Source: an optimization exercise on an open RTL-to-GDS flow (aim: small area). Production flows keep margins and buffers that such runs may drop.
In this exercise RTL edits were held to simulation tests only and were not proved equivalent to the original.
Power figures rest on the tool's default switching activity, not on a simulated workload.

<file path="flow/config.mk">
export PLATFORM = sky130hd
export DESIGN_NAME = txdma_top
export DESIGN_NICKNAME = txdma_top
export VERILOG_FILES = /design/flow/design.v
export SDC_FILE = /design/flow/constraint.sdc
export NUM_CORES = 4
export LEC_CHECK = 0
export CAP_MARGIN = 20
export CORE_MARGIN = 2
export CORE_UTILIZATION = 40
export SLEW_MARGIN = 20
</file>
<file path="flow/constraint.sdc">
create_clock -name core_clock -period 6.0 [get_ports {clk}]
set_input_delay 1.2000 -clock core_clock [delete_from_list [all_inputs] [get_ports {clk}]]
set_output_delay 1.2000 -clock core_clock [all_outputs]
set_load 0.01 [all_outputs]
</file>
<file path="flow/design.v">
package txdma_pkg;
    typedef struct packed {
        logic       underrun;            
        logic [3:0] retry_cnt;           
        logic       rl;                  
        logic       lc;                  
        logic       df;                  
        logic       cs;                  
    } tx_stat_t;
    typedef struct packed {
        logic [16-1:0] len;    
        logic       ready;               
        logic       irq;                 
        logic       wrap;                
        logic       pad;                 
        logic       crc;                 
        logic [1:0] rsvd;
        tx_stat_t   stat;
    } tx_desc_t;
    typedef struct packed {
        logic       first;               
        logic       last;                
        logic [1:0] valid_cnt;           
        logic [32-1:0] data;
    } fifo_word_t;
    typedef enum logic [2:0] {
        ST_IDLE, ST_FETCH, ST_READ, ST_DRAIN, ST_STAT, ST_WB
    } ctrl_state_t;
    typedef logic [$clog2(32+1)-1:0] fifo_lvl_t;
    function automatic logic stat_error(input logic [8:0] s);
        stat_error = s[8] | s[3] | s[2] | s[1] | s[0];     
    endfunction
endpackage
`timescale 1ns/1ps
module txdma_word_fifo
#(
    parameter int DEPTH = 32
) (
    input  logic       clk,
    input  logic       reset,
    input  logic       clear,                    
    input  logic       write,
    input  txdma_pkg::fifo_word_t din,
    input  logic       read,                     
    output txdma_pkg::fifo_word_t dout,                     
    output logic       empty,
    output logic       full,
    output logic [$clog2(DEPTH+1)-1:0] level
);
    localparam int AW = $clog2(DEPTH);
    localparam int LW = $clog2(DEPTH + 1);
    logic [32+3:0] mem [0:DEPTH-1];
    logic [AW-1:0] wr_ptr;
    logic [AW-1:0] rd_ptr;
    assign dout  = mem[rd_ptr];                  
    assign empty = (level == '0);
    assign full  = (level == LW'(DEPTH));
    always_ff @(posedge clk) begin
        if (write) mem[wr_ptr] <= din;
    end
    always_ff @(posedge clk or posedge reset) begin
        if (reset) begin
            wr_ptr <= '0;
            rd_ptr <= '0;
            level  <= '0;
        end else if (clear) begin
            wr_ptr <= '0;
            rd_ptr <= '0;
            level  <= '0;
        end else begin
            if (write) wr_ptr <= (wr_ptr == AW'(DEPTH - 1)) ? '0 : wr_ptr + 1'b1;
            if (read)  rd_ptr <= (rd_ptr == AW'(DEPTH - 1)) ? '0 : rd_ptr + 1'b1;
            case ({write, read})
                2'b10:   level <= level + 1'b1;
                2'b01:   level <= level - 1'b1;
                default: level <= level;         
            endcase
        end
    end
endmodule
`timescale 1ns/1ps
module txdma_desc_ctrl
(
    input  logic        clk,
    input  logic        reset,
    input  logic        tx_en,                   
    input  logic [7-1:0] max_tx_bd,   
    input  txdma_pkg::tx_desc_t    bd_desc,
    input  logic [31:0] bd_ptr,                  
    input  logic        bd_wait,                 
    output logic        bd_read,
    output logic        bd_write,
    output logic [7-1:0] bd_index,
    output txdma_pkg::tx_desc_t    bd_writedata,
    input  logic        reads_done,              
    input  logic        stat_ready,              
    input  txdma_pkg::tx_stat_t    stat,
    input  logic        tx_retry,                
    output txdma_pkg::ctrl_state_t state,
    output logic        load,                    
    output logic [31:0] ptr,
    output logic [16-1:0] len,
    output logic        stat_done,               
    output logic        per_packet_pad,
    output logic        per_packet_crc,
    output logic        txb_irq,
    output logic        txe_irq
);
    txdma_pkg::tx_desc_t    desc;                           
    logic [31:0] bd_ptr_r;                       
    logic        fetch_ok;                       
    logic        wb_done;                        
    assign fetch_ok = (state == txdma_pkg::ST_FETCH) & ~bd_wait & bd_desc.ready;
    assign wb_done  = (state == txdma_pkg::ST_WB) & ~bd_wait;
    assign bd_read  = (state == txdma_pkg::ST_FETCH);
    assign bd_write = (state == txdma_pkg::ST_WB);
    always_comb begin
        bd_writedata       = desc;
        bd_writedata.ready = 1'b0;               
        bd_writedata.stat  = stat;
    end
    assign ptr            = bd_ptr_r;
    assign len            = desc.len;
    assign per_packet_pad = desc.pad;
    assign per_packet_crc = desc.crc;
    assign stat_done = wb_done | ((state == txdma_pkg::ST_STAT) & stat_ready & tx_retry);
    always_ff @(posedge clk or posedge reset) begin
        if (reset) begin
            state <= txdma_pkg::ST_IDLE;
        end else begin
            case (state)
                txdma_pkg::ST_IDLE:  if (tx_en & ~stat_ready) state <= txdma_pkg::ST_FETCH;
                txdma_pkg::ST_FETCH: if (~bd_wait) state <= bd_desc.ready ? txdma_pkg::ST_READ : txdma_pkg::ST_IDLE;
                txdma_pkg::ST_READ: begin
                    if (reads_done)      state <= txdma_pkg::ST_STAT;
                    else if (stat_ready) state <= txdma_pkg::ST_DRAIN;      
                end
                txdma_pkg::ST_DRAIN: if (reads_done) state <= txdma_pkg::ST_STAT;      
                txdma_pkg::ST_STAT:  if (stat_ready) state <= tx_retry ? txdma_pkg::ST_IDLE : txdma_pkg::ST_WB;
                txdma_pkg::ST_WB:    if (~bd_wait) state <= txdma_pkg::ST_IDLE;
                default:  state <= txdma_pkg::ST_IDLE;
            endcase
        end
    end
    always_ff @(posedge clk) begin
        if (fetch_ok) begin
            desc     <= bd_desc;
            bd_ptr_r <= bd_ptr;
        end
    end
    always_ff @(posedge clk or posedge reset) begin
        if (reset) begin
            bd_index <= '0;
            load     <= 1'b0;
            txb_irq  <= 1'b0;
            txe_irq  <= 1'b0;
        end else begin
            load    <= fetch_ok;
            txb_irq <= wb_done & desc.irq & ~txdma_pkg::stat_error(stat);
            txe_irq <= wb_done & desc.irq & txdma_pkg::stat_error(stat);
            if (wb_done) begin
                if (desc.wrap | (bd_index == max_tx_bd)) bd_index <= '0;
                else                                     bd_index <= bd_index + 1'b1;
            end else if ((state == txdma_pkg::ST_IDLE) & ~tx_en) begin
                bd_index <= '0;                  
            end
        end
    end
endmodule
`timescale 1ns/1ps
module txdma_mem_reader
(
    input  logic        clk,
    input  logic        reset,
    input  txdma_pkg::ctrl_state_t state,
    input  logic        load,                    
    input  logic [31:0] ptr,
    input  logic [16-1:0] len,
    input  logic        av_waitrequest,
    input  logic [32-1:0] av_readdata,
    input  logic        av_readdatavalid,
    output logic        av_read,
    output logic [31:0] av_address,
    input  txdma_pkg::fifo_lvl_t   fifo_level,
    output logic        fifo_write,
    output txdma_pkg::fifo_word_t  fifo_din,
    output logic        reads_done               
);
    localparam int LW        = 16;
    localparam int CW        = 14;
    localparam int THRESHOLD = 32 - 5;
    logic [LW-1:0] tg_bytes;                     
    logic [CW-1:0] tg_cnt;                       
    logic [CW-1:0] rd_cnt;                       
    logic [CW-1:0] wr_cnt;                       
    logic [CW-1:0] pending;
    logic [CW:0]   committed;                    
    logic [29:0]   word_addr;
    logic [1:0]    off;                          
    logic [1:0]    len_lo;
    logic          pre_read;
    logic          issue;
    logic          hold;                         
    logic [32-1:0] rdata;
    logic          valid_rdata;
    logic          first_word;
    logic          last_word;
    assign tg_bytes  = len + LW'(ptr[1:0]) + LW'(3);
    assign pre_read  = (state == txdma_pkg::ST_READ) & ~load & ~hold & (rd_cnt != tg_cnt);
    assign issue     = pre_read & ~av_waitrequest;       
    assign pending   = rd_cnt - wr_cnt;
    assign committed = (CW+1)'(fifo_level) + (CW+1)'(pending);
    always_ff @(posedge clk or posedge reset) begin
        if (reset) begin
            av_read     <= 1'b0;
            rd_cnt      <= '0;
            wr_cnt      <= '0;
            hold        <= 1'b0;
            valid_rdata <= 1'b0;
        end else begin
            if (~av_waitrequest) av_read <= pre_read;
            valid_rdata <= av_readdatavalid;
            hold        <= committed > (CW+1)'(THRESHOLD);   
            if (load) begin
                rd_cnt <= '0;
                wr_cnt <= '0;
            end else begin
                if (issue)       rd_cnt <= rd_cnt + 1'b1;
                if (valid_rdata) wr_cnt <= wr_cnt + 1'b1;
            end
        end
    end
    always_ff @(posedge clk) begin
        rdata <= av_readdata;
        if (~av_waitrequest) av_address <= {word_addr, 2'b00};
        if (load) begin
            word_addr <= ptr[31:2];
            off       <= ptr[1:0];
            len_lo    <= len[1:0];
            tg_cnt    <= tg_bytes[LW-1:2];
        end else if (issue) begin
            word_addr <= word_addr + 1'b1;
        end
    end
    assign first_word = (wr_cnt == '0);
    assign last_word  = ((wr_cnt + 1'b1) == tg_cnt);
    assign fifo_write = valid_rdata;
    always_comb begin
        fifo_din.first = first_word;
        fifo_din.last  = last_word;
        fifo_din.data  = first_word ? (rdata >> {off, 3'b000}) : rdata;
        case ({first_word, last_word})
            2'b11:   fifo_din.valid_cnt = len_lo - 2'd1;         
            2'b10:   fifo_din.valid_cnt = 2'd3 - off;
            2'b01:   fifo_din.valid_cnt = len_lo + off - 2'd1;
            default: fifo_din.valid_cnt = 2'd3;
        endcase
    end
    assign reads_done = (valid_rdata & last_word) |
                        ((state == txdma_pkg::ST_DRAIN) & ~av_read & (rd_cnt == wr_cnt));
endmodule
`timescale 1ns/1ps
module txdma_byte_streamer
(
    input  logic       clk,
    input  logic       reset,
    input  txdma_pkg::fifo_lvl_t  level,
    input  logic       reads_done,
    input  txdma_pkg::fifo_word_t fifo_dout,
    input  logic       fifo_empty,
    output logic       fifo_read,
    output logic [7:0] tx_data,
    output logic       tx_dv,
    output logic       tx_sop,
    output logic       tx_eop,
    input  logic       tx_ack,                   
    input  txdma_pkg::tx_stat_t   tx_stat,
    input  logic       tx_stat_valid,
    output logic       stat_ready,               
    output txdma_pkg::tx_stat_t   stat,
    input  logic       stat_done,
    output logic       tx_underrun
);
    typedef enum logic [1:0] {TX_IDLE, TX_SEND, TX_WAIT} tx_state_t;
    tx_state_t  tx_state;
    logic [1:0] byte_idx;
    logic       last_byte;                       
    logic       frame_end;
    logic       start;
    assign start     = (level >= txdma_pkg::fifo_lvl_t'(8)) | reads_done;
    assign last_byte = (byte_idx == fifo_dout.valid_cnt);
    assign frame_end = tx_ack & ~fifo_empty & last_byte & fifo_dout.last;
    assign tx_data     = fifo_dout.data[byte_idx*8 +: 8];
    assign tx_dv       = (tx_state == TX_SEND);
    assign tx_sop      = tx_dv & (byte_idx == 2'd0) & fifo_dout.first;
    assign tx_eop      = tx_dv & last_byte & fifo_dout.last;
    assign tx_underrun = tx_dv & tx_ack & fifo_empty;
    assign fifo_read = ~fifo_empty &
                       (((tx_state == TX_SEND) & last_byte & tx_ack) | (tx_state == TX_WAIT));
    always_ff @(posedge clk or posedge reset) begin
        if (reset) begin
            tx_state   <= TX_IDLE;
            byte_idx   <= 2'd0;
            stat_ready <= 1'b0;
        end else begin
            case (tx_state)
                TX_IDLE: begin
                    byte_idx <= 2'd0;
                    if (start) tx_state <= TX_SEND;
                end
                TX_SEND: begin
                    if (tx_ack & ~fifo_empty) byte_idx <= last_byte ? 2'd0 : byte_idx + 1'b1;
                    if (frame_end | tx_stat_valid) tx_state <= TX_WAIT;   
                end
                TX_WAIT: if (stat_done) tx_state <= TX_IDLE;
                default: tx_state <= TX_IDLE;
            endcase
            if (stat_done)
                stat_ready <= 1'b0;
            else if (tx_stat_valid & (tx_state != TX_IDLE))
                stat_ready <= 1'b1;
        end
    end
    always_ff @(posedge clk) begin
        if (tx_stat_valid) stat <= tx_stat;
    end
endmodule
`timescale 1ns/1ps
module txdma_top
(
    input  logic        clk,
    input  logic        reset,
    input  logic        tx_en,
    input  logic [7-1:0] max_tx_bd,
    input  txdma_pkg::tx_desc_t    bd_desc,
    input  logic [31:0] bd_ptr,
    input  logic        bd_wait,
    output logic        bd_read,
    output logic        bd_write,
    output logic [7-1:0] bd_index,
    output txdma_pkg::tx_desc_t    bd_writedata,
    input  logic        av_waitrequest,
    input  logic [32-1:0] av_readdata,
    input  logic        av_readdatavalid,
    output logic        av_read,
    output logic [31:0] av_address,
    output logic [7:0]  tx_data,
    output logic        tx_dv,
    output logic        tx_sop,
    output logic        tx_eop,
    input  logic        tx_ack,
    input  txdma_pkg::tx_stat_t    tx_stat,
    input  logic        tx_stat_valid,
    input  logic        tx_retry,
    output logic        per_packet_pad,
    output logic        per_packet_crc,
    output logic        tx_underrun,
    output logic        txb_irq,
    output logic        txe_irq
);
    txdma_pkg::ctrl_state_t state;
    logic        load;
    logic [31:0] ptr;
    logic [16-1:0] len;
    logic        reads_done;
    logic        stat_ready;
    logic        stat_done;
    txdma_pkg::tx_stat_t    stat;
    logic        fifo_write;
    logic        fifo_read;
    logic        fifo_empty;
    txdma_pkg::fifo_word_t  fifo_din;
    txdma_pkg::fifo_word_t  fifo_dout;
    txdma_pkg::fifo_lvl_t   fifo_level;
    txdma_desc_ctrl ctrl_i (
        .clk, .reset, .tx_en, .max_tx_bd,
        .bd_desc, .bd_ptr, .bd_wait, .bd_read, .bd_write, .bd_index, .bd_writedata,
        .reads_done, .stat_ready, .stat, .tx_retry,
        .state, .load, .ptr, .len, .stat_done,
        .per_packet_pad, .per_packet_crc, .txb_irq, .txe_irq
    );
    txdma_mem_reader reader_i (
        .clk, .reset, .state, .load, .ptr, .len,
        .av_waitrequest, .av_readdata, .av_readdatavalid, .av_read, .av_address,
        .fifo_level, .fifo_write, .fifo_din, .reads_done
    );
    txdma_word_fifo #(.DEPTH(32)) fifo_i (
        .clk, .reset,
        .clear (state == txdma_pkg::ST_IDLE),               
        .write (fifo_write),
        .din   (fifo_din),
        .read  (fifo_read),
        .dout  (fifo_dout),
        .empty (fifo_empty),
        .full  (),
        .level (fifo_level)
    );
    txdma_byte_streamer streamer_i (
        .clk, .reset,
        .level (fifo_level),
        .reads_done, .fifo_dout, .fifo_empty, .fifo_read,
        .tx_data, .tx_dv, .tx_sop, .tx_eop, .tx_ack, .tx_stat, .tx_stat_valid,
        .stat_ready, .stat, .stat_done, .tx_underrun
    );
endmodule
</file>
<file path="flow/run.sh">
#!/bin/bash
# synth_recipe.tcl (not shown) runs the flow's synth.tcl, then flattens the netlist and writes it again
# the make line also repeats each setting of config.mk as NAME=value (left out here)
make -C /OpenROAD-flow-scripts/flow DESIGN_CONFIG=/design/flow/config.mk WORK_HOME=/design/flow/orfs CLKGATE_MAP_FILE= SYNTH_SCRIPT=/design/flow/synth_recipe.tcl finish
</file>
==> notes.md <==
## critical path, cell delays in order (launching register included)
cell and delay, ns:
dfrtp_4 0.88, buf_12 0.40, mux4_2 0.57, mux4_2 0.51, mux4_2 0.51, nand2_1 0.09, nand2_1 0.22, clkdlybuf4s50_1 0.57
## timing repair
action	in CTS	in global routing
endpoints found under the hold margin	0	0
gates resized for setup	0	1
setup endpoints to repair	0	3
hold buffers	0	0
## worst paths after layout
check,to,slack (ns),cells after the start
max,tx_data[7],0.19,7
max reg2reg,fifo_i.level[5]$_DFFE_PP0P_,0.93,15
min,reader_i.off[1]$_DFFE_PP_,0.46,0
min reg2reg,reader_i.off[1]$_DFFE_PP_,0.46,0
max in group asynchronous,fifo_i.rd_ptr[2]$_DFFE_PP0P_,4.15,3
min in group asynchronous,reader_i.hold$_DFF_PP0_,0.89,2
## cell type report
cell class / instances / area share [%]
inverter: 51 / 0.2925
antenna: 1 / 0.003824
tap: 1794 / 3.430
sequential: 1390 / 62.82
clock inverter: 78 / 1.246
multi-input combinational: 1222 / 21.74
clock buffer: 186 / 6.101
timing repair buffer: 284 / 4.370
## placed cells by master (no fill, tap or decap), types with 32 or more instances in the layout
cell type,n
nor2_1,92
buf_4,68
o21ai_0,70
nor2_4,32
dfxtp_1,32
clkbuf_16,154
mux4_2,366
xor2_1,46
nand2_1,128
inv_1,45
dfrtp_1,59
xnor2_1,75
edfxtp_1,1293
ha_1,41
a21oi_1,54
clkdlybuf4s50_1,198
## power groups by stage
stage	Combinational, uW	Sequential [uW]	Clock (uW)
6_report	6550	12300	9020
5_1_grt	7050	12400	9550
4_1_cts	6540	12300	9200
3_5_place_dp	6510	12500	0
3_3_place_gp	6310	12500	0
2_1_floorplan	4480	12300	0
## logic make-up (layout without fill, tap and decap cells)
family,after synthesis,in the layout,share of synthesized area [%]
AO/OA/AOI/OAI,220,220,2.419
XOR/XNOR,121,121,1.907
adder cells (fa/ha/maj),45,45,1.067
buffers and inverters,182,599,1.344
flip-flops,1390,1390,73.96
multiplexers,396,396,15.56
other,1,4,0.006749
AND/OR/NAND/NOR,437,437,3.738
## state kept, by name, indices dropped and copies added (netlist names), 3 cells and up
signal	cells
fifo_i.wr_ptr	5
ctrl_i.bd_index	7
streamer_i.stat	9
ctrl_i.bd_ptr_r	32
fifo_i.level	6
fifo_i.rd_ptr	5
reader_i.wr_cnt	14
fifo_i.mem	1152
reader_i.rd_cnt	14
reader_i.rdata	32
reader_i.av_address	30
reader_i.word_addr	30
ctrl_i.desc	22
ctrl_i.state	3
reader_i.tg_cnt	14
## metal layers
| metal | GRT usage (%) | wire, um | vias to the layer above |
|---|---|---|---|
| li1 | - | - | 11970 |
| met1 | 26.29 | 56340 | 15210 |
| met2 | 32.06 | 67510 | 1123 |
| met3 | 3.679 | 10730 | 226 |
| met4 | 5.042 | 3168 | 2 |
| met5 | 0 | 13 | - |
## through the flow
stage               hold slack (ns)  utilization [%]
finish                       0.4624            47.54
global route                 0.4909            47.54
CTS                          0.4767            47.36
detailed placement           0.4494            43.87
global placement             0.4486            43.82
floorplan                    0.4264                -
## Yosys cell counts (3+ instances only)
master	count	area (um2)
nand2_1	128	480.5
nor2_1	124	465.5
clkinv_1	3	11.26
xor2_1	46	402.9
edfxtp_1	1293	38830
clkbuf_1	78	292.8
mux2i_1	22	220.2
a22oi_1	11	82.58
nor4_1	10	62.56
nand4_1	26	162.7
nor3_1	25	125.1
and2_1	3	18.77
xnor2_1	75	656.9
mux4_2	366	8243
or3_1	13	81.33
buf_1	19	71.32
ha_1	41	513.0
inv_1	46	172.7
dfxtp_1	32	640.6
o21a_1	7	52.55
nand3b_1	5	37.54
nand2b_1	6	37.54
mux4_1	6	157.7
a21oi_1	54	270.3
buf_2	27	135.1
a211oi_1	3	22.52
o21ai_0	86	430.4
o22ai_1	3	18.77
o21bai_1	3	22.52
nor2b_1	23	143.9
o31ai_1	13	97.59
nand3_1	31	155.2
nor3b_1	6	45.04
a31oi_1	8	50.05
a21o_1	7	52.55
and3_1	22	137.6
buf_4	6	45.04
dfrtp_1	65	1627
fa_1	4	80.08
==> results.toml <==
[run_status]
run_status = "complete, no violations"

[grt]
grtUsageTotal_pct = 19.33
overflow = 0
grt_max_degree = 125
grt_pass1_vias = 29660
grt_pass1_wl_um = 198700
grt_antenna_before_repair = 3

[sta]
fin_crit_sh_pct = 96.77
tns_ns = 0
max_slew_margin_pct = 25.54
worst_slew_pin_slew_ns = 1.112
rsz0062_at_grt = "no"
setup_viol = 0
maxSlewViolCount = 0
fin_skew_ns = 0.02606
min_period_ns = 5.806
finalHoldViolations = 0
post-route-worst-setup-slack_ns = 0.1941
clock.fmax_mhz = 172.2

[cts]
clock-sinks = 1390
cts_setup_buffers = 0
cts_root_buffer = "clkbuf_16"
numCtsBuffers = 148
htree_levels = 4
clk_pin_slew_ns = 0.06
clk_path_buf_depth = 3
cts_tree = "yes"
clk_latency_ns = 0.76

[pwr]
power_uw = 27880
power_frac_clock_pct = 32.4
power_density_mw_per_mm2 = 425.9
combPwrFrac_pct = 23.5
power_leakage_uw = 0.02055
p_int_uw = 20140
switchingPower_uw = 7737
p_seq_share_pct = 44.2
p_sw_share_pct = 27.75
ir_worst_vdd_mv = 0.3187

[routing]
via_count = 28530
drc = 0
wl_per_cell_um = 27.52
drt_iter0_markers = 3057
drt-vias-per-instance = 5.699
wl_um = 137800
drtAntennaViolNets = 0
dr.pass1.iters = 7

[logic_synthesis]
synth_warnings = 4
synth_edf_count = 1293
synthCells = 2792
syn_area_mm2 = 0.05556
async_flop_share_pct = 4.676
yosysSeqAreaShare_pct = 73.96
synthFlopType = "edfxtp_1"
ys_types = 72
syn_area_per_cell_um2 = 19.90
ys_ff_latch = 1390

[cells_and_area]
area_growth_pct = 17.79
multi_input_area_mm2 = 0.01422
postLayoutCellArea_mm2 = 0.06545
stdcell_count = 5006
drive_gt1_share_pct = 23.29
ff_latch_area_mm2 = 0.04111
nets = 3263
fill_cells = 11190

[setup_path]
startpoint = "fifo_i.rd_ptr[0]$_DFFE_PP0P_"
critPathCaptureType = "primary output"
critical_path_class = "reg -> out"
r2r-start = "fifo_i.rd_ptr[3]$_DFFE_PP0P_"
worst_setup_path_start_kind = "register"
cp.required_ns = 4.80
crit_path_max_fanout = 46
critPathArrivalTime_ns = 4.61

[place]
port_buffers = 198
dp_cells = 4733
dp_slack_ns = 0.9053
gp_congestion = 0.8468
placed_cell_area_mm2 = 0.06039
dp_hpwl_um = 77230

[floorplanning]
fp-row-count = 136
die_w_um = 376.7
io_pins = 211
start_util_pct = 40.36
die_h_um = 376.7
core_mm2 = 0.1377
fp.dieArea_mm2 = 0.1419

[run]
maxCapViolCount = 0

[worst_hold_path]
min-delay-start = "ctrl_i.bd_ptr_r[1]$_DFFE_PP_"
hp-class = "reg -> reg"

-- separate check: timing with driven ports --
How much do the figures lean on ideal ports? The routed layout below was timed once more, with nothing changed but the port constraints.
Step 1 sets driving cells, clkbuf_16 on the clock port and buf_2 on the other inputs (assumed; they add their load-dependent delay and slew).
Step 2, shift: input delay + t, output delay - t, t = (earliest + latest rising clock arrival at the registers) / 2. This alone moves slack from input paths to output paths.
Three values: ideal, step 1, step 2; two values: the first two.
t (ns): 0.828
setup WS [ns]: 0.194 / 0.111 / 0.925
worst setup path after step 2: register to register
worst register clock-pin slew, ns: 0.06 / 0.06
cell pins on the clock port's net: 1
After both steps setup and hold are still met in this run. The setup slack of this run moves by -0.083 ns with the drivers and by +0.731 ns with both steps.
